This design comes from an exercise in tuning for small area, a short achievable clock period and few clock cycles on the open sky130 flow, not from production work.
RTL that was checked went through simulation tests only; none was proved equivalent to the original.

Setup of old:
Design midi_tempo_tracker, start of the top module:
module midi_tempo_tracker #(
    parameter int TIME_BITS      = 24,
    parameter int COUNT_BITS     = 16,
    parameter int FOLD_MIN_COUNT = 8
) (
    input  logic                  clk,
    input  logic                  rst_n,
    input  logic                  in_valid,
    output logic                  in_stall,
    input  logic [1:0]            event_kind,
    input  logic [6:0]            controller,
    input  logic [6:0]            ctrl_value,
    input  logic [TIME_BITS-1:0]  delta_time,
    output logic                  out_valid,
    input  logic                  out_stall,
    output logic [TIME_BITS-1:0]  note_period,
    output logic [TIME_BITS-1:0]  pedal_period,
    output logic [COUNT_BITS-1:0] note_count,
    output logic [1:0]            event_use,
    input  logic                  cfg_valid,
    output logic                  cfg_ready,
    input  logic [2:0]            cfg_index,
    input  logic [23:0]           cfg_data
);
clock: 10.0 ns
lec_check: 0
cap_margin: 20
core_margin: 2
core_utilization: 40
slew_margin: 20
run.sh (not shown) runs the stock make flow with config.mk's settings and CLKGATE_MAP_FILE= SYNTH_SCRIPT=/design/flow/synth_recipe.tcl, a recipe that flattens the netlist after the stock synthesis.
old finished all stages; layout check result: FAIL, due to negative setup slack.
Inputs modified between old and new:
Settings: an added SETUP_SLACK_MARGIN of 0.2.
### Flow results
Diff old..new | sequential area share after synthesis | unchanged. Diff old -> new | highest clock rate | up slightly. new: flow complete, layout not clean; failing: negative setup slack. The last element of the critical path comes out rec0_reg[0]$_DFF_P_ in one run and ntot_reg[23]$_DFF_PN0_ in the other, namely in new and old respectively. On new: core utilization is 0.99 points lower than what old gave. Comparing old with new, the synthesized cell count came out essentially unchanged. The number of clock buffer instances in the layout in new was higher than what old gave. Final design area excluding fillers delta for new relative to old: 2.0% lower.
No run of this note included a check of the RTL's function; only the layout flow was run.


## job 101
Another version of the RTL of midi_tempo_tracker (not shown whole).
Size: ~6800 cells after synthesis, ~700 flip-flops, ~140 I/O pins, about 0.062 mm² of cells after synthesis.
Settings: LEC_CHECK=0, CAP_MARGIN=0, CORE_MARGIN=2, CORE_UTILIZATION=60, SLEW_MARGIN=0; clock period 10.0 ns.
Testbench counts of job 101, summed over its fixed seeds: cycles 9,095.
Setup changes, job 101 to job 102
# job 101
export LEC_CHECK = 0
export CAP_MARGIN = 0
export CORE_MARGIN = 2
export CORE_UTILIZATION = 60
export SLEW_MARGIN = 0
create_clock -name core_clock -period 10.0 [get_ports {clk}]
# job 102
export LEC_CHECK = 0
export CAP_MARGIN = 20
export CORE_MARGIN = 2
export CORE_UTILIZATION = 40
export SLEW_MARGIN = 20
create_clock -name core_clock -period 10.0 [get_ports {clk}]
Area added between synthesis and finish: job 101 and job 102 compared, lower one is job 101. Final cell area: job 102 above job 101. Ratio of cells with drive above 1 in the final layout across job 101 and job 102: no real change. Comparing job 102 against job 101, there is no change at all in setup total negative slack. Maximum frequency in job 102 vs job 101: down about 2%. Final-layout fill cell count on job 102 is up relative to job 101. Job 102 vs job 101, antenna cell count went up by 1. In job 102, the cell count came out 8.1% above the value in job 101.
For job 103, these inputs were changed with respect to job 102:
# job 102
export LEC_CHECK = 0
export CAP_MARGIN = 20
export CORE_MARGIN = 2
export CORE_UTILIZATION = 40
export SLEW_MARGIN = 20
create_clock -name core_clock -period 10.0 [get_ports {clk}]
# job 103
export LEC_CHECK = 0
export CAP_MARGIN = 5
export CORE_MARGIN = 2
export CORE_UTILIZATION = 60
export SLEW_MARGIN = 5
create_clock -name core_clock -period 10.0 [get_ports {clk}]
[summary]
When job 103 is set beside job 102, its headroom to the max-slew limit turns out to be 5.7 points smaller.
Synthesized netlist net count across job 102 and job 103: no real change.
Chip height in job 103 is about 18% below job 102.
Here is what was changed in the inputs of job 104 compared with job 103.
# job 103
export LEC_CHECK = 0
export CAP_MARGIN = 5
export CORE_MARGIN = 2
export CORE_UTILIZATION = 60
export SLEW_MARGIN = 5
create_clock -name core_clock -period 10.0 [get_ports {clk}]
# job 104
export LEC_CHECK = 0
export ABC_AREA = 1
export CAP_MARGIN = 5
export CORE_MARGIN = 2
export CORE_UTILIZATION = 60
export SLEW_MARGIN = 5
create_clock -name core_clock -period 10.0 [get_ports {clk}]
==> comparison <==
- Transition time at the pin with the least slew margin sits higher in job 104 than in job 103.
- Job 104 vs job 103 — post-detailed-routing wire length dropped by a few percent
- As of job 104, width of the die had fallen slightly compared to job 103.
- Job 104 has synthesized area below what job 103 had.
- Critical path endpoint = v_reg[23]$_DFFE_PP_: job 104; critical path endpoint = cdiv_reg[0]$_DFF_P_: job 103
- Job 104 vs job 103: area fraction in compound gates after synthesis up
- Job 103 → job 104: fmax now smaller, post-DP HPWL now smaller.

## separate check: timing with driven ports
The flow's constraints put no driver on any port. The routed layouts listed below were extracted and timed again, unchanged, in two steps. Step 1 sets driving cells, clkbuf_16 on the clock port and buf_2 on the other inputs (assumed; they add their load-dependent delay and slew). Step 2 moves the port delays by t, midway between the first and last clock arrival at a register: inputs arrive t later, outputs are due t later. That takes back most of the time a late clock gives input paths. Slacks: no drivers / after step 1 / after step 2; pairs: no drivers / after step 1.
run	shift t [ns]	slack for setup (ns)	worst hold slack (ns)	worst register clock-pin slew, ns	worst slew at a driven data input, ns
old	0.806	-0.107 / -0.116 / -0.107	0.450 / 0.450 / 0.450	0.07 / 0.07	0.08
new	0.799	-0.064 / -0.142 / -0.064	0.447 / 0.447 / 0.447	0.07 / 0.07	0.06
job 101	0.764	0.789 / 0.789 / 0.789	0.451 / 0.451 / 0.451	0.07 / 0.07	0.06
job 102	0.792	0.607 / 0.607 / 0.607	0.452 / 0.452 / 0.452	0.07 / 0.07	0.08
job 103	0.765	0.817 / 0.817 / 0.817	0.451 / 0.451 / 0.451	0.07 / 0.07	0.06
job 104	0.764	0.763 / 0.763 / 0.763	0.480 / 0.480 / 0.480	0.07 / 0.07	0.10
